This is an optimization exercise on Yosys and OpenROAD, whose aim is small area, not a production implementation.
The RTL was checked by simulation tests, not by an equivalence proof against the original design.
Power is estimated from default activity; no workload was simulated.

==> v29: inputs <==
==> flow/design.v (excerpt) <==
module data_memory_pipelined #(
    parameter int DATA_WIDTH   = 16,
    parameter int ADDR_WIDTH   = 16,
    parameter int DEPTH        = 256,
    parameter int READ_LATENCY = 1
) (
    input  logic                      clock,
    input  logic                      reset_n,
    input  logic                      ReqValid,
    output logic                      ReqReady,
    input  logic                      MemWrite,
    input  logic                      MemRead,
    input  logic [ADDR_WIDTH-1:0]     Address,
    input  logic [DATA_WIDTH-1:0]     WriteData,
    input  logic [DATA_WIDTH/8-1:0]   ByteEnable,
    output logic [DATA_WIDTH-1:0]     ReadData,
    output logic                      ReadValid,
    output logic                      AccessError
);
==> module data_memory_pipelined, before the edit <==
module data_memory_pipelined #(
    parameter int DATA_WIDTH   = 16,
    parameter int ADDR_WIDTH   = 16,
    parameter int DEPTH        = 256,
    parameter int READ_LATENCY = 1
) (
    input  logic                      clock,
    input  logic                      reset_n,
    input  logic                      ReqValid,
    output logic                      ReqReady,
    input  logic                      MemWrite,
    input  logic                      MemRead,
    input  logic [ADDR_WIDTH-1:0]     Address,
    input  logic [DATA_WIDTH-1:0]     WriteData,
    input  logic [DATA_WIDTH/8-1:0]   ByteEnable,
    output logic [DATA_WIDTH-1:0]     ReadData,
    output logic                      ReadValid,
    output logic                      AccessError
);
    localparam int BYTES     = dmem_pkg::bytes_of(DATA_WIDTH);
    localparam int LANE_BITS = (BYTES > 1) ? $clog2(BYTES) : 0;
    localparam int IDX_W     = dmem_pkg::index_width(DEPTH);
    localparam int LO_W      = IDX_W / 2;
    localparam int HI_W      = IDX_W - LO_W;
    logic                        ready_q;
    logic                        clr;
    logic [ADDR_WIDTH-1:0]       word_addr;
    logic [IDX_W-1:0]            word_idx;
    logic                        in_range;
    logic                        op_ok;
    logic                        acc;
    logic                        req_err;
    logic [(1<<HI_W)-1:0]        hi_sel;
    logic [(1<<LO_W)-1:0]        lo_sel;
    logic [DEPTH-1:0]            word_sel;
    logic [BYTES-1:0]            lane_we;
    logic [DATA_WIDTH-1:0]       wdata;
    logic [DEPTH*DATA_WIDTH-1:0] mem_q;
    logic [DATA_WIDTH-1:0]       rd_word;
    always_ff @(posedge clock or negedge reset_n) begin
        if (!reset_n) begin
            ready_q <= 1'b0;
        end else begin
            ready_q <= 1'b1;
        end
    end
    assign ReqReady = ready_q;
    assign clr      = !ready_q;
    assign word_addr = Address >> LANE_BITS;
    assign word_idx  = word_addr[IDX_W-1:0];
    assign in_range  = (64'(word_addr) < 64'(DEPTH));
    assign op_ok     = MemWrite ^ MemRead;
    assign acc       = ReqValid && ready_q;
    assign req_err   = !op_ok || !in_range;
    always_comb begin
        for (int i = 0; i < (1 << HI_W); i++) begin
            hi_sel[i] = clr || ((word_idx[IDX_W-1:LO_W] == HI_W'(i)) && in_range && !(MemWrite && MemRead));
        end
        for (int j = 0; j < (1 << LO_W); j++) begin
            lo_sel[j] = clr || (word_idx[LO_W-1:0] == LO_W'(j));
        end
        for (int w = 0; w < DEPTH; w++) begin
            word_sel[w] = hi_sel[w >> LO_W] && lo_sel[w % (1 << LO_W)];
        end
    end
    assign lane_we = clr ? '1 : ({BYTES{acc && MemWrite}} & ByteEnable);
    assign wdata   = clr ? '0 : WriteData;
    always_ff @(posedge clock) begin
        for (int w = 0; w < DEPTH; w++) begin
            for (int b = 0; b < BYTES; b++) begin
                if (word_sel[w] && lane_we[b]) begin
                    mem_q[w*DATA_WIDTH + 8*b +: 8] <= wdata[8*b +: 8];
                end
            end
        end
    end
    logic [DEPTH-1:0] col [DATA_WIDTH];
    logic             rsp_vld_q;
    logic             rsp_err_q;
    always_comb begin
        for (int i = 0; i < DATA_WIDTH; i++) begin
            for (int w = 0; w < DEPTH; w++) begin
                col[i][w] = mem_q[w*DATA_WIDTH + i];
            end
        end
    end
    localparam int NGRP = (DEPTH + 2) / 3;
    logic [3*NGRP-1:0] sel_pad;
    logic [NGRP-1:0]   grp_n [DATA_WIDTH];
    assign sel_pad = (3*NGRP)'(word_sel);
    for (genvar i = 0; i < DATA_WIDTH; i++) begin : g_rd
        logic [3*NGRP-1:0] bits_pad;
        assign bits_pad = (3*NGRP)'(col[i]);
        for (genvar g = 0; g < NGRP; g++) begin : g_grp
            dmem_read_pipe u_aoi (.sel(sel_pad[3*g +: 3]), .bits(bits_pad[3*g +: 3]), .y_n(grp_n[i][g]));
        end
        assign rd_word[i] = !(&grp_n[i]);
    end
    always_ff @(posedge clock or negedge reset_n) begin
        if (!reset_n) begin
            rsp_vld_q <= 1'b0;
            rsp_err_q <= 1'b0;
        end else begin
            rsp_vld_q <= acc && MemRead;
            rsp_err_q <= acc && req_err;
        end
    end
    always_ff @(posedge clock) begin
        ReadData <= rd_word;
    end
    assign ReadValid   = rsp_vld_q;
    assign AccessError = rsp_err_q;
endmodule
make LEC_CHECK=0 CAP_MARGIN=20 CORE_MARGIN=2 CORE_UTILIZATION=40 SLEW_MARGIN=20 SYNTH_HIERARCHICAL=1 finish   # period 5.0 ns
run.sh (not shown) runs the stock make flow with config.mk's settings and CLKGATE_MAP_FILE= SYNTH_SCRIPT=/design/flow/synth_recipe.tcl, a recipe that flattens the netlist after the stock synthesis.
==> v7 (differences from v29) <==
--- a/flow/design.v
+++ b/flow/design.v
@@ -24,4 +24,11 @@
     assign y_n = !(|(sel & bits));
 endmodule
+module dmem_sel_nor2 (
+    input  logic a_n,
+    input  logic b_n,
+    output logic y
+);
+    assign y = !(a_n || b_n);
+endmodule
 module data_memory_pipelined #(
     parameter int DATA_WIDTH   = 16,
@@ -48,4 +55,6 @@
     localparam int LO_W      = IDX_W / 2;
     localparam int HI_W      = IDX_W - LO_W;
+    localparam int NGRP      = DEPTH / 3;
+    localparam int NREST     = DEPTH - 3 * NGRP;
     logic                        ready_q;
     logic                        clr;
@@ -53,14 +62,24 @@
     logic [IDX_W-1:0]            word_idx;
     logic                        in_range;
-    logic                        op_ok;
     logic                        acc;
     logic                        req_err;
+    logic                        rd_ok;
     logic [(1<<HI_W)-1:0]        hi_sel;
     logic [(1<<LO_W)-1:0]        lo_sel;
     logic [DEPTH-1:0]            word_sel;
+    logic [BYTES-1:0]            hi_wr [1<<HI_W];
+    logic [(1<<LO_W)-1:0]        lo_wr;
+    logic [BYTES-1:0]            word_we [DEPTH];
     logic [BYTES-1:0]            lane_we;
     logic [DATA_WIDTH-1:0]       wdata;
     logic [DEPTH*DATA_WIDTH-1:0] mem_q;
-    logic [DATA_WIDTH-1:0]       rd_word;
+    logic [DEPTH-1:0]            col [DATA_WIDTH];
+    logic [DATA_WIDTH-1:0]       rd_lo;
+    logic [DATA_WIDTH-1:0]       rd_hi;
+    logic [DATA_WIDTH-1:0]       rd_lo_q;
+    logic [DATA_WIDTH-1:0]       rd_hi_q;
+    logic                        rd_ok_q;
+    logic                        rsp_vld_q;
+    logic                        rsp_err_q;
     always_ff @(posedge clock or negedge reset_n) begin
         if (!reset_n) begin
@@ -75,24 +94,31 @@
     assign word_idx  = word_addr[IDX_W-1:0];
     assign in_range  = (64'(word_addr) < 64'(DEPTH));
-    assign op_ok     = MemWrite ^ MemRead;
     assign acc       = ReqValid && ready_q;
-    assign req_err   = !op_ok || !in_range;
+    assign req_err   = (MemWrite == MemRead) || !in_range;
+    assign rd_ok     = in_range && !MemWrite;
     always_comb begin
         for (int i = 0; i < (1 << HI_W); i++) begin
-            hi_sel[i] = clr || ((word_idx[IDX_W-1:LO_W] == HI_W'(i)) && in_range && !(MemWrite && MemRead));
+            hi_sel[i] = (word_idx[IDX_W-1:LO_W] == HI_W'(i));
+            for (int b = 0; b < BYTES; b++) begin
+                hi_wr[i][b] = (clr || hi_sel[i]) && lane_we[b];
+            end
         end
         for (int j = 0; j < (1 << LO_W); j++) begin
-            lo_sel[j] = clr || (word_idx[LO_W-1:0] == LO_W'(j));
-        end
-        for (int w = 0; w < DEPTH; w++) begin
-            word_sel[w] = hi_sel[w >> LO_W] && lo_sel[w % (1 << LO_W)];
+            lo_sel[j] = (word_idx[LO_W-1:0] == LO_W'(j));
+            lo_wr[j]  = clr || lo_sel[j];
         end
     end
-    assign lane_we = clr ? '1 : ({BYTES{acc && MemWrite}} & ByteEnable);
+    for (genvar w = 0; w < DEPTH; w++) begin : g_dec
+        dmem_sel_nor2 u_sel (.a_n(!hi_sel[w >> LO_W]), .b_n(!lo_sel[w % (1 << LO_W)]), .y(word_sel[w]));
+        for (genvar b = 0; b < BYTES; b++) begin : g_lane
+            dmem_sel_nor2 u_we (.a_n(!hi_wr[w >> LO_W][b]), .b_n(!lo_wr[w % (1 << LO_W)]), .y(word_we[w][b]));
+        end
+    end
+    assign lane_we = clr ? '1 : ({BYTES{acc && MemWrite && !MemRead && in_range}} & ByteEnable);
     assign wdata   = clr ? '0 : WriteData;
     always_ff @(posedge clock) begin
         for (int w = 0; w < DEPTH; w++) begin
             for (int b = 0; b < BYTES; b++) begin
-                if (word_sel[w] && lane_we[b]) begin
+                if (word_we[w][b]) begin
                     mem_q[w*DATA_WIDTH + 8*b +: 8] <= wdata[8*b +: 8];
                 end
@@ -100,7 +126,4 @@
         end
     end
-    logic [DEPTH-1:0] col [DATA_WIDTH];
-    logic             rsp_vld_q;
-    logic             rsp_err_q;
     always_comb begin
         for (int i = 0; i < DATA_WIDTH; i++) begin
@@ -110,15 +133,15 @@
         end
     end
-    localparam int NGRP = (DEPTH + 2) / 3;
-    logic [3*NGRP-1:0] sel_pad;
-    logic [NGRP-1:0]   grp_n [DATA_WIDTH];
-    assign sel_pad = (3*NGRP)'(word_sel);
     for (genvar i = 0; i < DATA_WIDTH; i++) begin : g_rd
-        logic [3*NGRP-1:0] bits_pad;
-        assign bits_pad = (3*NGRP)'(col[i]);
+        logic [NGRP-1:0] grp_n;
         for (genvar g = 0; g < NGRP; g++) begin : g_grp
-            dmem_read_pipe u_aoi (.sel(sel_pad[3*g +: 3]), .bits(bits_pad[3*g +: 3]), .y_n(grp_n[i][g]));
+            dmem_read_pipe u_aoi (.sel(word_sel[3*g +: 3]), .bits(col[i][3*g +: 3]), .y_n(grp_n[g]));
         end
-        assign rd_word[i] = !(&grp_n[i]);
+        assign rd_lo[i] = !(&grp_n[NGRP/2-1:0]);
+        if (NREST > 0) begin : g_rest
+            assign rd_hi[i] = !(&grp_n[NGRP-1:NGRP/2]) || |(word_sel[DEPTH-1 -: NREST] & col[i][DEPTH-1 -: NREST]);
+        end else begin : g_norest
+            assign rd_hi[i] = !(&grp_n[NGRP-1:NGRP/2]);
+        end
     end
     always_ff @(posedge clock or negedge reset_n) begin
@@ -132,6 +155,9 @@
     end
     always_ff @(posedge clock) begin
-        ReadData <= rd_word;
+        rd_lo_q <= rd_lo;
+        rd_hi_q <= rd_hi;
+        rd_ok_q <= rd_ok;
     end
+    assign ReadData    = (rd_lo_q | rd_hi_q) & {DATA_WIDTH{rd_ok_q}};
     assign ReadValid   = rsp_vld_q;
     assign AccessError = rsp_err_q;
==> flow/flow/run.sh (new file) <==
#!/bin/bash
# The standard ORFS layout, with plain buffers instead of delay cells on the input and
# output ports. The whole make output goes to standard.log; ORFS keeps each step's log under orfs/logs.
set -euo pipefail
export BUFFER_PORTS_ARGS="-buffer_cell sky130_fd_sc_hd__buf_4"
bash standard.sh finish > standard.log 2>&1
==> flow/standard.sh (new file) <==
#!/bin/bash
# synth_recipe.tcl (not shown) runs the flow's synth.tcl, then flattens the netlist and writes it again
# the make line also repeats each setting of config.mk as NAME=value (left out here)
make -C /OpenROAD-flow-scripts/flow DESIGN_CONFIG=/design/flow/config.mk WORK_HOME=/design/flow/orfs CLKGATE_MAP_FILE= SYNTH_SCRIPT=/design/flow/synth_recipe.tcl "${@:-finish}"
--- a/flow/config.mk
+++ b/flow/config.mk
@@ -6,7 +6,12 @@
 export NUM_CORES = 4
 export LEC_CHECK = 0
-export CAP_MARGIN = 20
+export CAP_MARGIN = 10
 export CORE_MARGIN = 2
-export CORE_UTILIZATION = 40
-export SLEW_MARGIN = 20
+export CORE_UTILIZATION = 60
+export CTS_BUF_LIST = sky130_fd_sc_hd__clkbuf_8
+export CTS_CLUSTER_DIAMETER = 60
+export CTS_CLUSTER_SIZE = 17
+export GPL_TIMING_DRIVEN = 0
+export SETUP_SLACK_MARGIN = 0.3
+export SLEW_MARGIN = 10
 export SYNTH_HIERARCHICAL = 1
removed: flow/run.sh
==> v1 (differences from v29) <==
--- a/flow/design.v
+++ b/flow/design.v
@@ -24,4 +24,11 @@
     assign y_n = !(|(sel & bits));
 endmodule
+module dmem_sel_nor2 (
+    input  logic a_n,
+    input  logic b_n,
+    output logic y
+);
+    assign y = !(a_n || b_n);
+endmodule
 module data_memory_pipelined #(
     parameter int DATA_WIDTH   = 16,
@@ -48,4 +55,6 @@
     localparam int LO_W      = IDX_W / 2;
     localparam int HI_W      = IDX_W - LO_W;
+    localparam int NGRP      = DEPTH / 3;
+    localparam int NREST     = DEPTH - 3 * NGRP;
     logic                        ready_q;
     logic                        clr;
@@ -53,14 +62,24 @@
     logic [IDX_W-1:0]            word_idx;
     logic                        in_range;
-    logic                        op_ok;
     logic                        acc;
     logic                        req_err;
+    logic                        rd_ok;
     logic [(1<<HI_W)-1:0]        hi_sel;
     logic [(1<<LO_W)-1:0]        lo_sel;
     logic [DEPTH-1:0]            word_sel;
+    logic [BYTES-1:0]            hi_wr [1<<HI_W];
+    logic [(1<<LO_W)-1:0]        lo_wr;
+    logic [BYTES-1:0]            word_we [DEPTH];
     logic [BYTES-1:0]            lane_we;
     logic [DATA_WIDTH-1:0]       wdata;
     logic [DEPTH*DATA_WIDTH-1:0] mem_q;
-    logic [DATA_WIDTH-1:0]       rd_word;
+    logic [DEPTH-1:0]            col [DATA_WIDTH];
+    logic [DATA_WIDTH-1:0]       rd_lo;
+    logic [DATA_WIDTH-1:0]       rd_hi;
+    logic [DATA_WIDTH-1:0]       rd_lo_q;
+    logic [DATA_WIDTH-1:0]       rd_hi_q;
+    logic                        rd_ok_q;
+    logic                        rsp_vld_q;
+    logic                        rsp_err_q;
     always_ff @(posedge clock or negedge reset_n) begin
         if (!reset_n) begin
@@ -75,24 +94,31 @@
     assign word_idx  = word_addr[IDX_W-1:0];
     assign in_range  = (64'(word_addr) < 64'(DEPTH));
-    assign op_ok     = MemWrite ^ MemRead;
     assign acc       = ReqValid && ready_q;
-    assign req_err   = !op_ok || !in_range;
+    assign req_err   = (MemWrite == MemRead) || !in_range;
+    assign rd_ok     = in_range && !MemWrite;
     always_comb begin
         for (int i = 0; i < (1 << HI_W); i++) begin
-            hi_sel[i] = clr || ((word_idx[IDX_W-1:LO_W] == HI_W'(i)) && in_range && !(MemWrite && MemRead));
+            hi_sel[i] = (word_idx[IDX_W-1:LO_W] == HI_W'(i));
+            for (int b = 0; b < BYTES; b++) begin
+                hi_wr[i][b] = (clr || hi_sel[i]) && lane_we[b];
+            end
         end
         for (int j = 0; j < (1 << LO_W); j++) begin
-            lo_sel[j] = clr || (word_idx[LO_W-1:0] == LO_W'(j));
-        end
-        for (int w = 0; w < DEPTH; w++) begin
-            word_sel[w] = hi_sel[w >> LO_W] && lo_sel[w % (1 << LO_W)];
+            lo_sel[j] = (word_idx[LO_W-1:0] == LO_W'(j));
+            lo_wr[j]  = clr || lo_sel[j];
         end
     end
-    assign lane_we = clr ? '1 : ({BYTES{acc && MemWrite}} & ByteEnable);
+    for (genvar w = 0; w < DEPTH; w++) begin : g_dec
+        dmem_sel_nor2 u_sel (.a_n(!hi_sel[w >> LO_W]), .b_n(!lo_sel[w % (1 << LO_W)]), .y(word_sel[w]));
+        for (genvar b = 0; b < BYTES; b++) begin : g_lane
+            dmem_sel_nor2 u_we (.a_n(!hi_wr[w >> LO_W][b]), .b_n(!lo_wr[w % (1 << LO_W)]), .y(word_we[w][b]));
+        end
+    end
+    assign lane_we = clr ? '1 : ({BYTES{acc && MemWrite && !MemRead && in_range}} & ByteEnable);
     assign wdata   = clr ? '0 : WriteData;
     always_ff @(posedge clock) begin
         for (int w = 0; w < DEPTH; w++) begin
             for (int b = 0; b < BYTES; b++) begin
-                if (word_sel[w] && lane_we[b]) begin
+                if (word_we[w][b]) begin
                     mem_q[w*DATA_WIDTH + 8*b +: 8] <= wdata[8*b +: 8];
                 end
@@ -100,7 +126,4 @@
         end
     end
-    logic [DEPTH-1:0] col [DATA_WIDTH];
-    logic             rsp_vld_q;
-    logic             rsp_err_q;
     always_comb begin
         for (int i = 0; i < DATA_WIDTH; i++) begin
@@ -110,15 +133,15 @@
         end
     end
-    localparam int NGRP = (DEPTH + 2) / 3;
-    logic [3*NGRP-1:0] sel_pad;
-    logic [NGRP-1:0]   grp_n [DATA_WIDTH];
-    assign sel_pad = (3*NGRP)'(word_sel);
     for (genvar i = 0; i < DATA_WIDTH; i++) begin : g_rd
-        logic [3*NGRP-1:0] bits_pad;
-        assign bits_pad = (3*NGRP)'(col[i]);
+        logic [NGRP-1:0] grp_n;
         for (genvar g = 0; g < NGRP; g++) begin : g_grp
-            dmem_read_pipe u_aoi (.sel(sel_pad[3*g +: 3]), .bits(bits_pad[3*g +: 3]), .y_n(grp_n[i][g]));
+            dmem_read_pipe u_aoi (.sel(word_sel[3*g +: 3]), .bits(col[i][3*g +: 3]), .y_n(grp_n[g]));
         end
-        assign rd_word[i] = !(&grp_n[i]);
+        assign rd_lo[i] = !(&grp_n[NGRP/2-1:0]);
+        if (NREST > 0) begin : g_rest
+            assign rd_hi[i] = !(&grp_n[NGRP-1:NGRP/2]) || |(word_sel[DEPTH-1 -: NREST] & col[i][DEPTH-1 -: NREST]);
+        end else begin : g_norest
+            assign rd_hi[i] = !(&grp_n[NGRP-1:NGRP/2]);
+        end
     end
     always_ff @(posedge clock or negedge reset_n) begin
@@ -132,6 +155,9 @@
     end
     always_ff @(posedge clock) begin
-        ReadData <= rd_word;
+        rd_lo_q <= rd_lo;
+        rd_hi_q <= rd_hi;
+        rd_ok_q <= rd_ok;
     end
+    assign ReadData    = (rd_lo_q | rd_hi_q) & {DATA_WIDTH{rd_ok_q}};
     assign ReadValid   = rsp_vld_q;
     assign AccessError = rsp_err_q;
--- a/flow/config.mk
+++ b/flow/config.mk
@@ -6,7 +6,12 @@
 export NUM_CORES = 4
 export LEC_CHECK = 0
-export CAP_MARGIN = 20
+export CAP_MARGIN = 10
 export CORE_MARGIN = 2
-export CORE_UTILIZATION = 40
-export SLEW_MARGIN = 20
+export CORE_UTILIZATION = 70
+export CTS_BUF_LIST = sky130_fd_sc_hd__clkbuf_8
+export CTS_CLUSTER_DIAMETER = 60
+export CTS_CLUSTER_SIZE = 18
+export GPL_TIMING_DRIVEN = 0
+export SETUP_SLACK_MARGIN = 0.3
+export SLEW_MARGIN = 10
 export SYNTH_HIERARCHICAL = 1
==> v32 (differences from v29) <==
--- a/flow/config.mk
+++ b/flow/config.mk
@@ -8,5 +8,5 @@
 export CAP_MARGIN = 20
 export CORE_MARGIN = 2
-export CORE_UTILIZATION = 40
+export CORE_UTILIZATION = 60
 export SLEW_MARGIN = 20
 export SYNTH_HIERARCHICAL = 1
==> run summary <==
Finished Layout Cells: v7 10.7k; v32 12.6k; v29 13.8k; v1 10.2k
Register Area: v7 0.124 mm^2; v32 0.123 mm^2; v29 0.123 mm^2; v1 0.124 mm^2
Cell internal pwr: v7 45.4 mW; v32 59.5 mW; v29 59.2 mW; v1 45.1 mW
Count of warnings emitted by yosys: v7 12; v32 10; v29 10; v1 12
Average cell area after synthesis: v7 20.9 um^2; v32 20.6 um^2; v29 20.6 um^2; v1 20.9 um^2
Share of the final layout cell area in multi-input gates: v7 13.6%; v32 11.9%; v29 11.8%; v1 13.6%
Gp weighted congestion: v7 0.842; v32 0.918; v29 0.890; v1 0.857
Clock edge transition at the registers on the reported setup and hold paths: v7 0.11 ns; v32 0.06 ns; v29 0.06 ns; v1 0.11 ns
Post-route clock period utilization: v7 96.6%; v32 100%; v29 101%; v1 100%
Standard cell area after detailed placement: v7 0.153 mm^2; v32 0.163 mm^2; v29 0.163 mm^2; v1 0.151 mm^2
Post-layout utilization of the core: v7 66.3%; v32 73.5%; v29 49.0%; v1 76.6%
Result of the run: v7 timing/DRC/antenna clean; v32 finished with violations; v29 finished with violations; v1 finished with violations
Reasons for failing layout checks: v7 -; v32 negative setup slack; v29 negative setup slack; v1 negative setup slack
Wire length of the first global-routing pass: v7 579 mm; v32 618 mm; v29 609 mm; v1 549 mm
Leak Pwr: v7 53.1 nW; v32 55.5 nW; v29 54.0 nW; v1 52.8 nW
Buf/Inv on CP: v7 3; v32 7; v29 6; v1 2
Met2 GRT Util: v7 52.0%; v32 55.2%; v29 36.6%; v1 54.5%
Core Rows: v7 179; v32 180; v29 220; v1 166
Net switching share of the total power: v7 21.7%; v32 22.5%; v29 22.7%; v1 21.5%
Transition time at the pin with the least slew margin: v7 1.39 ns; v32 1.20 ns; v29 1.20 ns; v1 1.38 ns
Net switching component of the power: v7 12.6 mW; v32 17.3 mW; v29 17.3 mW; v1 12.3 mW

port drivers added, routing unchanged:
How much do the figures lean on ideal ports? The routed layouts below were timed once more, with nothing changed but the port constraints. Step 1 (the two cells are an assumption about what drives the block):
set clk [get_ports {clock}]
set_driving_cell -lib_cell sky130_fd_sc_hd__clkbuf_16 $clk
set_driving_cell -lib_cell sky130_fd_sc_hd__buf_2 [delete_from_list [all_inputs] $clk]
Step 2 times the ports against the registers' clock, not the clock port: input delays grow and output delays shrink by t, the midpoint of the rising clock arrivals with the driver on. a / b / c = ideal ports / drivers / drivers and shift; a / b = the first two.
| run | t (ns) | slack for setup (ns) | worst setup path after step 2 | clock arrival spread, ns | slew at the worst register clock pin (ns) |
|---|---|---|---|---|---|
| v29 | 1.038 | -0.037 / 0.028 / -1.011 | input to register | 0.063 / 0.063 | 0.07 / 0.07 |
| v7 | 1.188 | 0.171 / 0.202 / -0.986 | input to register | 0.051 / 0.050 | 0.11 / 0.11 |
| v1 | 1.187 | -0.010 / 0.022 / -1.164 | input to register | 0.041 / 0.041 | 0.12 / 0.12 |
| v32 | 1.068 | -0.019 / 0.050 / -1.018 | input to register | 0.060 / 0.060 | 0.07 / 0.07 |
With both steps, setup timing fails in v7, where it was met with ideal ports. For v7, which loses most, drivers alone change the setup slack by +0.031 ns; drivers and shift together by -1.157 ns.
